Context: an optimization exercise on an open-source flow, tuned for small area and few clock cycles per item. The choices shown serve that exercise and are no tape-out recipe.
At most, simulation tests tie the RTL to the original design; equivalence was not proved.

==> inputs of trial 28 <==
Design mac_prime2r, start of the top module:
module mac_prime2r #(
  parameter int MAX_TERMS = 1024,
  parameter int CNT_W     = 11
) (
  input  logic         clk,
  input  logic         rst_n,
  input  logic         in_valid,
  output logic         in_ready,
  input  logic         in_last,
  input  logic [23:0]  a,
  input  logic [23:0]  b,
  output logic         out_valid,
  input  logic         out_ready,
  output logic [69:0]  c,
  output logic         err
);
make LEC_CHECK=0 CAP_MARGIN=20 CORE_MARGIN=2 CORE_UTILIZATION=40 SLEW_MARGIN=20 SYNTH_HIERARCHICAL=1 finish   # period 8.0 ns
run.sh (not shown) runs the stock make flow with config.mk's settings and CLKGATE_MAP_FILE= SYNTH_SCRIPT=/design/flow/synth_recipe.tcl, a recipe that flattens the netlist after the stock synthesis.
==> build 4 (differences from trial 28) <==
==> flow/flow/run.sh (new file) <==
#!/bin/bash
# Own layout flow: the standard flow (standard.sh), with the standard
# synthesis unchanged, then the layout steps with a few extra ORFS settings
# read from flow/knobs.txt (one VAR=value per line):
#  - port buffers are plain buffers instead of the default delay-cell choice,
#  - optional extra repair/recovery settings.
# Each step's full output goes to its own log file in this folder.
set -euo pipefail
here=$(pwd)
knobs=()
if [[ -f flow/knobs.txt ]]; then
  while IFS= read -r line; do
    [[ -z "$line" || "$line" == \#* ]] && continue
    knobs+=("$line")
  done < flow/knobs.txt
fi
bash standard.sh synth > "$here/flow_synth.log" 2>&1
bash standard.sh "${knobs[@]}" finish > "$here/flow_layout.log" 2>&1
test -s out/final.def
==> flow/flow/knobs.txt (new file) <==
BUFFER_PORTS_ARGS=-buffer_cell sky130_fd_sc_hd__buf_1
RECOVER_POWER=100
==> flow/standard.sh (new file) <==
#!/bin/bash
# synth_recipe.tcl (not shown) runs the flow's synth.tcl, then flattens the netlist and writes it again
# the make line also repeats each setting of config.mk as NAME=value (left out here)
make -C /OpenROAD-flow-scripts/flow DESIGN_CONFIG=/design/flow/config.mk WORK_HOME=/design/flow/orfs CLKGATE_MAP_FILE= SYNTH_SCRIPT=/design/flow/synth_recipe.tcl "${@:-finish}"
--- a/flow/config.mk
+++ b/flow/config.mk
@@ -10,2 +10,3 @@
 export CORE_UTILIZATION = 40
+export GPL_TIMING_DRIVEN = 0
 export SLEW_MARGIN = 20
removed: flow/run.sh
==> build 89 (differences from trial 28) <==
--- a/flow/config.mk
+++ b/flow/config.mk
@@ -10,2 +10,3 @@
 export CORE_UTILIZATION = 40
+export GPL_TIMING_DRIVEN = 0
 export SLEW_MARGIN = 20
==> trial 50 (differences from trial 28) <==
==> flow/flow/run.sh (new file) <==
#!/bin/bash
# Own layout flow: the standard flow (standard.sh), with the standard
# synthesis unchanged, then the layout steps with a few extra ORFS settings
# read from flow/knobs.txt (one VAR=value per line):
#  - port buffers are plain buffers instead of the default delay-cell choice,
#  - optional extra repair/recovery settings.
# Each step's full output goes to its own log file in this folder.
set -euo pipefail
here=$(pwd)
knobs=()
if [[ -f flow/knobs.txt ]]; then
  while IFS= read -r line; do
    [[ -z "$line" || "$line" == \#* ]] && continue
    knobs+=("$line")
  done < flow/knobs.txt
fi
bash standard.sh synth > "$here/flow_synth.log" 2>&1
bash standard.sh "${knobs[@]}" finish > "$here/flow_layout.log" 2>&1
test -s out/final.def
==> flow/flow/knobs.txt (new file) <==
BUFFER_PORTS_ARGS=-buffer_cell sky130_fd_sc_hd__buf_1
==> flow/standard.sh (new file) <==
#!/bin/bash
# synth_recipe.tcl (not shown) runs the flow's synth.tcl, then flattens the netlist and writes it again
# the make line also repeats each setting of config.mk as NAME=value (left out here)
make -C /OpenROAD-flow-scripts/flow DESIGN_CONFIG=/design/flow/config.mk WORK_HOME=/design/flow/orfs CLKGATE_MAP_FILE= SYNTH_SCRIPT=/design/flow/synth_recipe.tcl "${@:-finish}"
--- a/flow/config.mk
+++ b/flow/config.mk
@@ -10,2 +10,3 @@
 export CORE_UTILIZATION = 40
+export GPL_TIMING_DRIVEN = 0
 export SLEW_MARGIN = 20
removed: flow/run.sh
==> comparison <==
Build 4 completed and failed the layout checks on negative setup slack. Trial 50 completed, yet does not pass: negative setup slack. Trial 28 passed the timing, design-rule and antenna checks. Build 89 reached the layout checks and failed them: negative setup slack.
Critical path depth: trial 50 > build 4 > trial 28 > build 89.
Between trial 50 and build 89, the lower clock-buffer cell count is in trial 50 (gap 1).
Synthesized cell count is the same in build 89 and trial 28.
Synthesized area is the same in trial 28 and trial 50.
No functional check of the RTL was part of any run of this note.

==> inputs of trial 2 <==
mac_prime2r, a different RTL version from the one above (not shown whole).
export LEC_CHECK = 0
export CAP_MARGIN = 20
export CORE_MARGIN = 2
export CORE_UTILIZATION = 40
export GPL_TIMING_DRIVEN = 1
export SLEW_MARGIN = 20
export SYNTH_HIERARCHICAL = 1
create_clock -name core_clock -period 8.0 [get_ports {clk}]
standard.sh (not shown) runs the stock make flow with config.mk's settings and CLKGATE_MAP_FILE= SYNTH_SCRIPT=/design/flow/synth_recipe.tcl, a recipe that flattens the netlist after the stock synthesis.
==> flow/flow/run.sh <==
#!/bin/bash
# Own layout flow: the standard flow (standard.sh), with the standard
# synthesis unchanged, then the layout steps with a few extra ORFS settings
# read from flow/knobs.txt (one VAR=value per line):
#  - port buffers are plain buffers instead of the default delay-cell choice,
#  - optional extra repair/recovery settings.
# Each step's full output goes to its own log file in this folder.
set -euo pipefail
here=$(pwd)
knobs=()
if [[ -f flow/knobs.txt ]]; then
  while IFS= read -r line; do
    [[ -z "$line" || "$line" == \#* ]] && continue
    knobs+=("$line")
  done < flow/knobs.txt
fi
bash standard.sh synth > "$here/flow_synth.log" 2>&1
bash standard.sh "${knobs[@]}" finish > "$here/flow_layout.log" 2>&1
test -s out/final.def
==> flow/flow/knobs.txt <==
BUFFER_PORTS_ARGS=-buffer_cell sky130_fd_sc_hd__buf_1
==> trial 34 (differences from trial 2) <==
--- a/flow/design.v
+++ b/flow/design.v
@@ -922,11 +922,11 @@
     end else begin
       out_valid_r <= (in_xfer_s & in_last) | (out_valid_r & ~out_ready);
       clr_r       <= 1'b0;
     end
   end
-  localparam int TW = ((2 ** (CNT_W - 1)) >= MAX_TERMS) ? CNT_W - 1 : CNT_W;
+  localparam int TW = (MAX_TERMS > 1) ? $clog2(MAX_TERMS) : 1;
   localparam logic [TW-1:0] LAST_CNT = TW'(MAX_TERMS - 1);
   logic [TW-1:0] cnt_r;
   logic          err_r;
   always_ff @(posedge clk or negedge rst_n) begin
     if (!rst_n) begin
==> notes.md <==
The run finished with no timing, DRC or antenna violations. Non-clock inverters in the final layout number 84. The buffer count excluding the clock tree in the final layout is 423, and the number of antenna violations at the first check in global routing is 1. The most numerous cell type found on the critical path is buf_4.
Source of the figures above: trial 2

==> notes.md <==
The filler cells instantiated in the layout total 4063. The number of signal-net inverters in the final layout came out at 84. The critical path runs through a total of 31 cells. The number of antenna violations at the first check in global routing is 1. The run finished with no timing, DRC or antenna violations. In this run the worst setup path terminates at acc_r[69]. The layout has 423 buffers outside the clock class.
Source of the figures above: trial 34

Testbench counts of trial 2, summed over its fixed seeds: cycles 31,914, items 31,906.
Only the layout flow was run in trial 34; the RTL was not checked for function there.

## static timing again, ports no longer ideal
The flow's constraints put no driver on any port. The routed layouts listed below were extracted and timed again, unchanged, in two steps.
Step 1, drivers: a clkbuf_16 drives clk and a buf_2 each remaining input, both assumed.
Step 2 adds t to the input delays and takes it off the output delays; t is the mean of the earliest and latest rising clock arrival at the registers after step 1. Input paths then give back, and output paths get back, about the clock's delay inside the block.
Slacks: ideal / step 1 / step 2; pairs: ideal / step 1.
run | shift t [ns] | slack for setup (ns) | worst setup path at the end | worst register clock-pin slew, ns | cell pins on the clock port's net
trial 28 | 0.445 | 0.127 / 0.155 / -0.290 | input to register | 0.08 / 0.08 | 1
build 4 | 0.444 | -0.178 / -0.178 / -0.622 | input to register | 0.08 / 0.08 | 1
build 89 | 0.447 | -0.184 / -0.161 / -0.608 | input to register | 0.08 / 0.08 | 1
trial 50 | 0.444 | -0.179 / -0.174 / -0.618 | input to register | 0.08 / 0.08 | 1
trial 2 | 0.446 | 0.219 / 0.251 / -0.195 | input to register | 0.07 / 0.07 | 1
trial 34 | 0.446 | 0.219 / 0.251 / -0.195 | input to register | 0.07 / 0.07 | 1
With both steps, setup timing fails in trial 28, trial 2 and trial 34, where it was met with ideal ports. For build 4, which loses most, drivers alone change the setup slack by 0.000 ns; drivers and shift together by -0.444 ns.
